This is an optimization exercise on Yosys and OpenROAD, whose aim is small area, not a production implementation. Only the layout flow was run in this run; the RTL was not checked for function there. Power and IR drop assume default switching activity.

### flow/flow/run.sh
#!/bin/bash
# Layout flow: the standard ORFS flow (standard.sh, standard synthesis
# unchanged) with three changes to how the layout is made:
#  - before floorplan, each combinational cell is sized down to the smallest
#    cell of its family (flow/downsize.tcl); the flow's own repair sizes cells
#    back up where timing, slew or capacitance need it; cells that drive 12 or
#    more pins get the _2 size,
#  - port buffers are sky130_fd_sc_hd__buf_1 (buffer_ports otherwise picks a
#    delay cell),
#  - clock tree synthesis inserts no dummy loads and clusters up to 30 sinks
#    within 80 um per leaf buffer.
# The full output of the flow goes to flow_run.log in the work folder; ORFS
# keeps each step's own log under orfs/logs/.
set -euo pipefail
here="$(cd "$(dirname "${BASH_SOURCE[0]}")" && pwd)"
export PRE_FLOORPLAN_TCL="$here/downsize.tcl"
export BUFFER_PORTS_ARGS="-buffer_cell sky130_fd_sc_hd__buf_1"
export CTS_ARGS="-sink_clustering_enable -repair_clock_nets -dont_use_dummy_load -sink_clustering_size 30 -sink_clustering_max_diameter 80"
bash standard.sh finish > flow_run.log 2>&1
### flow/flow/downsize.tcl
# Size each combinational cell down to the smallest-area cell of its family
# (same sky130 base name, other drive strength). Timing repair later in the
# flow sizes cells back up where a path or a slew needs it.
proc my_downsize {} {
  set swapped 0
  set saved 0.0
  foreach inst [get_cells *] {
    set m [get_property $inst ref_name]
    if {![regexp {^(sky130_fd_sc_hd__[a-z0-9]+)_[0-9]+$} $m -> base]} { continue }
    # Registers keep their cells; so do clock, delay, tie and physical cells.
    if {[regexp {__(e?s?df|s?edf|dl|dfb|dfr|dfs|sdf)} $base]} { continue }
    if {[regexp {(fill|tap|decap|conb|diode|dly|clk)} $base]} { continue }
    set lc [get_lib_cells */$m]
    set best $m
    set best_area [get_property $lc area]
    foreach c [get_lib_cells */${base}_*] {
      set n [get_property $c name]
      if {![regexp "^${base}_\[0-9\]+\$" $n]} { continue }
      if {[get_property $c dont_use]} { continue }
      set a [get_property $c area]
      if {$a < $best_area} { set best $n; set best_area $a }
    }
    if {$best ne $m} {
      set saved [expr {$saved + [get_property $lc area] - $best_area}]
      replace_cell $inst $best
      incr swapped
    }
  }
  puts "my_downsize: resized $swapped cells down, [format %.1f $saved] um2 less"
}

# A cell that drives 12 or more pins gets its family's _2 size: the enable of
# a word lane drives 16 flip-flop enable pins spread over the lane, which the
# _1 size can only drive through an added buffer.
proc my_upsize_fanout {} {
  set n 0
  foreach inst [get_cells *] {
    set m [get_property $inst ref_name]
    if {![regexp {^(sky130_fd_sc_hd__[a-z0-9]+)_1$} $m -> base]} { continue }
    if {[regexp {__(e?s?df|s?edf|dl|dfb|dfr|dfs|sdf)} $base]} { continue }
    if {[regexp {(fill|tap|decap|conb|diode|dly|clk|buf)} $base]} { continue }
    if {[llength [get_lib_cells */${base}_2]] == 0} { continue }
    foreach pin [get_pins -of_objects $inst -filter "direction == output"] {
      set net [get_nets -of_objects $pin]
      if {$net eq ""} { continue }
      set loads [llength [get_pins -of_objects $net -filter "direction == input"]]
      if {$loads >= 12} {
        replace_cell $inst ${base}_2
        incr n
        break
      }
    }
  }
  puts "my_upsize_fanout: resized $n cells up"
}

my_downsize
my_upsize_fanout
### flow/standard.sh
#!/bin/bash
# synth_recipe.tcl (not shown) runs the flow's synth.tcl, then flattens the netlist and writes it again
# the make line also repeats each setting of config.mk as NAME=value (left out here)
make -C /OpenROAD-flow-scripts/flow DESIGN_CONFIG=/design/flow/config.mk WORK_HOME=/design/flow/orfs CLKGATE_MAP_FILE= SYNTH_SCRIPT=/design/flow/synth_recipe.tcl "${@:-finish}"
### flow/config.mk
export PLATFORM = sky130hd
export DESIGN_NAME = weight_sram_top
export DESIGN_NICKNAME = weight_sram_top
export VERILOG_FILES = /design/flow/design.v
export SDC_FILE = /design/flow/constraint.sdc
export NUM_CORES = 4
export LEC_CHECK = 0
export CAP_MARGIN = 20
export CORE_MARGIN = 2
export CORE_UTILIZATION = 55
export PLACE_DENSITY = 0.65
export SLEW_MARGIN = 20
export SYNTH_HIERARCHICAL = 1
### flow/constraint.sdc
create_clock -name core_clock -period 5.0 [get_ports {clk}]
set_input_delay 1.0000 -clock core_clock [delete_from_list [all_inputs] [get_ports {clk}]]
set_output_delay 1.0000 -clock core_clock [all_outputs]
set_load 0.01 [all_outputs]
### flow/design.v
package sram_pkg;
   localparam int unsigned LANE_W = 16;
   localparam int unsigned LANES  = 8;
   localparam int unsigned DEPTH  = 16;
   localparam int unsigned W      = LANES * LANE_W;
   localparam int unsigned ADDR_W = 4;
   localparam int unsigned CNT_W  = 5;
endpackage
module sram_aoi222 (
   input  logic a0, b0, a1, b1, a2, b2,
   output logic y
);
   assign y = ~((a0 & b0) | (a1 & b1) | (a2 & b2));
endmodule
module sram_aoi221 (
   input  logic a1, a2, b1, b2, c,
   output logic y
);
   assign y = ~((a1 & a2) | (b1 & b2) | c);
endmodule
module sram_nand3 (
   input  logic a, b, c,
   output logic y
);
   assign y = ~(a & b & c);
endmodule
module sram_rd_pipe (
   input  logic          clk,
   input  logic          rst,
   input  logic          valid_i,     
   input  logic [3:0]    addr_i,      
   input  logic          done_i,      
   input  logic [2047:0] mem_i,       
   output logic          rvalid_o,
   output logic          done_o,
   output logic [127:0]  rdata_o
);
   logic [15:0]  sel;
   logic         hold;
   logic [127:0] rd_next;
   always_comb begin
      for (int w = 0; w < 16; w++) begin
         sel[w] = ~rst & valid_i & (addr_i == 4'(w));
      end
   end
   assign hold = ~rst & ~valid_i;
   for (genvar b = 0; b < 128; b++) begin : g_bit
      logic [5:0] t;
      logic       p;
      for (genvar g = 0; g < 5; g++) begin : g_aoi
         sram_aoi222 u_aoi (
            .a0 (sel[3*g]),     .b0 (mem_i[128*(3*g)     + b]),
            .a1 (sel[3*g + 1]), .b1 (mem_i[128*(3*g + 1) + b]),
            .a2 (sel[3*g + 2]), .b2 (mem_i[128*(3*g + 2) + b]),
            .y  (t[g])
         );
      end
      sram_nand3  u_p (.a(t[0]), .b(t[1]), .c(t[2]), .y(p));
      sram_aoi221 u_h (
         .a1 (sel[15]), .a2 (mem_i[128*15 + b]),
         .b1 (hold),    .b2 (rdata_o[b]),
         .c  (p),
         .y  (t[5])
      );
      sram_nand3  u_o (.a(t[3]), .b(t[4]), .c(t[5]), .y(rd_next[b]));
   end
   always_ff @(posedge clk) begin
      rdata_o  <= rd_next;
      rvalid_o <= ~rst & valid_i;
      done_o   <= ~rst & done_i;
   end
endmodule
module sram_and2 (
   input  logic a, b,
   output logic y
);
   assign y = a & b;
endmodule
module sram_weight_stream (
   input  logic          clk,
   input  logic          rst,
   input  logic          csb,
   input  logic          wsb,
   input  logic [7:0]    wmask,
   input  logic [127:0]  wdata,
   input  logic [3:0]    waddr,
   input  logic [3:0]    raddr,
   input  logic          burst_start,
   input  logic [3:0]    burst_base,
   input  logic [4:0]    burst_len,
   output logic [127:0]  rdata,
   output logic          rvalid,
   output logic          burst_busy,
   output logic          burst_done
);
   logic [2047:0] mem_q;
   logic          wr_en;
   logic [15:0]   wword;
   assign wr_en = ~csb & ~wsb;
   for (genvar w = 0; w < 16; w++) begin : g_word
      assign wword[w] = wr_en & (waddr == 4'(w));
      for (genvar l = 0; l < 8; l++) begin : g_lane
         logic we;
         sram_and2 u_we (.a(wword[w]), .b(wmask[l]), .y(we));
         always_ff @(posedge clk) begin
            if (we) begin
               mem_q[128*w + 16*l +: 16] <= wdata[16*l +: 16];
            end
         end
      end
   end
   logic       busy_q, burst_q;
   logic [3:0] addr_q;
   logic [4:0] cnt_q;
   logic       last_c, empty_done_c, rd_en;
   assign last_c       = burst_q & (cnt_q == 5'd1);
   assign empty_done_c = ~busy_q & burst_start & (burst_len == 5'd0);
   assign rd_en        = burst_q | (~csb & ~busy_q);
   always_ff @(posedge clk) begin
      if (rst) begin
         busy_q  <= 1'b0;
         burst_q <= 1'b0;
      end else if (!busy_q) begin
         busy_q  <= burst_start & (burst_len != 5'd0);
         burst_q <= burst_start & (burst_len != 5'd0);
      end else if (burst_q) begin
         burst_q <= ~last_c;
      end else if (burst_done) begin
         busy_q  <= 1'b0;
      end
   end
   always_ff @(posedge clk) begin
      if (!busy_q) begin
         addr_q <= burst_base;
         cnt_q  <= burst_len;
      end else begin
         addr_q <= addr_q + 4'd1;
         cnt_q  <= cnt_q - 5'd1;
      end
   end
   logic       rv_q, rlast_q;
   logic [3:0] raddr_q;
   always_ff @(posedge clk) begin
      rv_q    <= ~rst & rd_en;
      rlast_q <= ~rst & last_c;
      raddr_q <= burst_q ? addr_q : raddr;
   end
   sram_rd_pipe u_rd_pipe (
      .clk      (clk),
      .rst      (rst),
      .valid_i  (rv_q),
      .addr_i   (raddr_q),
      .done_i   (rlast_q | empty_done_c),
      .mem_i    (mem_q),
      .rvalid_o (rvalid),
      .done_o   (burst_done),
      .rdata_o  (rdata)
   );
   assign burst_busy = busy_q;
endmodule
module weight_sram_top (
   input  logic          clk,
   input  logic          rst,
   input  logic          csb,
   input  logic          wsb,
   input  logic [7:0]    wmask,
   input  logic [127:0]  wdata,
   input  logic [3:0]    waddr,
   input  logic [3:0]    raddr,
   input  logic          burst_start,
   input  logic [3:0]    burst_base,
   input  logic [4:0]    burst_len,
   output logic [127:0]  rdata,
   output logic          rvalid,
   output logic          burst_busy,
   output logic          burst_done
);
   sram_weight_stream u_sram (
      .clk         (clk),
      .rst         (rst),
      .csb         (csb),
      .wsb         (wsb),
      .wmask       (wmask),
      .wdata       (wdata),
      .waddr       (waddr),
      .raddr       (raddr),
      .burst_start (burst_start),
      .burst_base  (burst_base),
      .burst_len   (burst_len),
      .rdata       (rdata),
      .rvalid      (rvalid),
      .burst_busy  (burst_busy),
      .burst_done  (burst_done)
   );
endmodule
==> impl_metrics.tcl <==
set metrics [dict create \
    status "no timing/DRC/antenna violations" \
    synth-adder-area-share_pct 0.0497 \
    yosys.area_share.simple_pct 3.28 \
    synth-compound-area-share_pct 11.1 \
    antenna_found_initial 35 \
    synth_top_family_by_area "compound AO/OA/AOI/OAI gates" \
    multi_input_area_sq_um 10500 \
    start_util_pct 55.3 \
    root_buffer "clkbuf_16" \
    cts_tree "built" \
    crit_chain "buf_1, nand4bb_1, nor2_4, buf_4, buf_4, a222oi_1, nand3_1, a221oi_1, nand3_1" \
    grt_max_degree 101 \
    worst-r2r-setup-slack_ns 2.06 \
    switching_share_pct 20.1 \
    insertion_delay_ns 0.74 \
    hold_buffers 0 \
    route.detailed.drc 0 \
    cts.sinks 2195 \
    layout.nets 4049 \
    cts_setup_buffers 0 \
    drt_iter0_drc 7878 \
    layout_commonest_cell "edfxtp_1" \
    die_area_sq_um 139000 \
    synth.area.top_cells "edfxtp_1 81%, a222oi_1 8.5%, dfxtp_1 3.9%" \
    grt_pass1_wl_um 273000 \
    fillers 9602 \
    critPathArrivalTime_ns 3.61 \
    critPathTopFamily "simple AND/OR/NAND/NOR gates" \
    worstSetupPathType "in -> reg" \
    layout_common_cells "2048 x edfxtp_1, 640 x a222oi_1, 288 x buf_1, 258 x nand3_1, 147 x dfxtp_1" \
    cts-buffers-inserted 93 \
    coreArea_sq_um 135000 \
    worst_slew_pin_slew_ns 1.08 \
    die_width_um 373 \
    cts_buffer_depth 3 \
    drt-pass1-iter-count 9 \
    wire_per_inst_um 34.0 \
    synth-area-yosys_sq_um 75500 \
    yosysWarnings 8 \
    finalCritPeriodShare_pct 61.3 \
    synth_xor_area_share_pct 0.0580 \
    synth_top_area_cell "edfxtp_1" \
    via_per_inst 7.09 \
    hpwl_um 105000 \
    cellPowerDensity_nw_per_um2 368 \
    syn_inst 3448 \
    power_w 0.0300 \
    finalClockSkew_ns 0.0540 \
    ys_seq_area_share_pct 85.4 \
    synth_seq_cells 2195 \
    vias 40248 \
    crit_buf_inv 3 \
    end_kind "flip-flop" \
    clk_pin_slew_ns 0.11 \
    max-vdd-ir-drop_mv 0.278 \
    sequentialPowerShare_pct 68.4 \
    synth_mux_area_share_pct 0.103 \
    setup_viol 0 \
    maxSlewHeadroom_pct 27.7 \
    die_h_um 373 \
    h-tree-depth 3 \
    slowest_stage "nand4bb_1" \
    clockPowerShare_pct 28.1 \
    drive_gt1_share_pct 8.08 \
    rsz0062_at_grt "no" \
    worstPathMaxFanout 21 \
    cts.repair.resized 0 \
    hold_viol 0 \
    comb_power_share_pct 3.4 \
    start_kind "input port" \
    synthesis.nets 3609 \
    io_pins 289 \
    grt.total_usage_pct 27.1 \
    layout.area.seq_sq_um 64400 \
    grt_pass1_vias 38780 \
    rows 135 \
    gp_congestion 0.758 \
    intPower_w 0.0239 \
    tns_ns 0 \
    wl_um 193000 \
    final_antenna_net_count 0 \
    critPathRequiredTime_ns 5.55 \
    cap_violations 0 \
    synth_top_area_share_pct 81.5 \
    switchingPower_w 0.00602 \
    synth_cell_type_count 32 \
    period_needed_ns 3.06 \
    max_stage_delay_ns 0.49 \
    drv_slew 0 \
    max_freq_ghz 0.326 \
    overflow 0 \
    hold_class "reg -> reg" \
    leakage_nw 24.7 \
    port_buffers 288 \
]
## per-stage QoR
stage / std cells / hold slack [ns] / util, % / area, sq um / setup WS, ns
6_report: 5679 / 0.431 / 60.2 / 81400 / 1.94
4_1_cts: 5667 / 0.417 / 60.2 / 81400 / 1.98
5_1_grt: 5674 / 0.454 / 60.2 / 81400 / 1.78
2_1_floorplan: 3448 / 0.440 / - / 74900 / 0.129
3_3_place_gp: 5574 / 0.448 / 58.4 / 79100 / 1.31
3_5_place_dp: 5574 / 0.450 / 58.4 / 79100 / 1.24
## cell usage after synthesis
| cell type | number |
|---|---|
| edfxtp_1 | 2048 |
| a222oi_1 | 640 |
| nand3_1 | 258 |
| dfxtp_1 | 147 |
| a221oi_2 | 128 |
| and2_1 | 128 |
| nor2_1 | 36 |
| nor3_1 | 8 |
| a21oi_1 | 6 |
| mux2_2 | 6 |
| nand2b_1 | 5 |
| nand2_1 | 4 |
| xnor2_1 | 4 |
| ha_1 | 3 |
| inv_1 | 3 |
| nand3b_1 | 3 |
| nand4b_1 | 2 |
| nand4bb_1 | 2 |
| nor2b_1 | 2 |
| nor3b_1 | 2 |
| or4b_1 | 2 |
| buf_1 | 1 |
| buf_2 | 1 |
| clkbuf_1 | 1 |
| mux2i_1 | 1 |
| nor3_2 | 1 |
| nor4b_2 | 1 |
| o211ai_1 | 1 |
| or2_1 | 1 |
| or4_1 | 1 |
| or4_4 | 1 |
| xor2_1 | 1 |
## worst register-to-register path, cell delays in order (launching register included)
cell	delay (ns)
dfxtp_1	0.64
nand2b_1	0.45
nor2_4	0.14
buf_4	0.23
buf_4	0.27
a222oi_1	0.42
nand3_1	0.14
a221oi_1	0.32
nand3_1	0.16
## per-module statistics from Yosys (local to each module, per instance), excerpt
module	cell area, sq um	flops+latches	cells inside	times used
sram_aoi221	15.0	0	1	128
sram_rd_pipe	2750	130	156	1
sram_weight_stream	62300	2065	2140	1
sram_nand3	5.00	0	1	256
sram_aoi222	10.0	0	1	640
sram_and2	6.26	0	1	128
## flip-flops by register name, summed over array words and instances (netlist names)
register,cells
u_sram.addr_q,4
u_sram.raddr_q,4
u_sram.u_rd_pipe.rdata_o,128
u_sram.burst_q,1
u_sram.cnt_q,5
u_sram.u_rd_pipe.rvalid_o,1
u_sram.rlast_q,1
u_sram.mem_q,2048
u_sram.rv_q,1
u_sram.busy_q,1
u_sram.u_rd_pipe.done_o,1
## cell families after synthesis
| kind of cell | after synthesis |
|---|---|
| flops | 2195 |
| compound gates | 775 |
| simple gates | 457 |
| mux | 7 |
| buf+inv | 6 |
| xor+xnor | 5 |
| fa+ha+maj | 3 |
## final cells by class
cell class,count,share of cell area [%]
flip-flops and latches,2195,79.1
multi-input cells,1247,12.9
clock buffers,93,2.86
well taps,1781,2.74
repair buffers,348,2.30
diodes,12,0.0369
inverters,3,0.0138
## power by group through the flow
stage	clock [W]	combinational, W	sequential, W
final	0.00843	0.00102	0.0205
after global placement	0	0.000997	0.0209
after detailed placement	0	0.00103	0.0209
after CTS	0.00857	0.00103	0.0205
after floorplan	0	0.000363	0.0209
after global routing	0.00917	0.00112	0.0205
## layer usage
layer | up-vias | wire length (um) | track usage, %
li1 | 16630 | - | -
met4 | 34 | 5640 | 8.57
met1 | 20957 | 72600 | 37.5
met3 | 292 | 23200 | 6.84
met2 | 2335 | 91300 | 42.8
met5 | - | 198 | 0
## path summary, 6_finish.rpt
path                           startpoint  cells past startpoint                                    end
max                                   rst                      9  u_sram.u_rd_pipe.rdata_o[122]$_DFF_P_
min          u_sram.mem_q[1749]$_DFFE_PP_                      2   u_sram.u_rd_pipe.rdata_o[85]$_DFF_P_
max reg2reg     u_sram.raddr_q[3]$_DFF_P_                      8  u_sram.u_rd_pipe.rdata_o[122]$_DFF_P_
min reg2reg  u_sram.mem_q[1749]$_DFFE_PP_                      2   u_sram.u_rd_pipe.rdata_o[85]$_DFF_P_

[what the ideal ports hide]
The results above use ideal ports. As a check the final layout listed here was re-extracted and re-timed, cells and wires unchanged.
Step 1, drivers: a clkbuf_16 drives clk and a buf_2 each remaining input, both assumed.
Step 2, shift: input delay + t, output delay - t, t = (earliest + latest rising clock arrival at the registers) / 2. This alone moves slack from input paths to output paths.
Slacks: ideal ports / drivers / drivers and shift; pairs: ideal ports / drivers.
shift t [ns]: 0.788
slack for setup (ns): 1.935 / 1.975 / 1.187
worst hold slack (ns): 0.431 / 0.413 / 0.431
worst setup path after step 2: input to register
After both steps this run still meets setup and hold. The setup slack of this run moves by +0.040 ns with the drivers and by -0.748 ns with both steps.
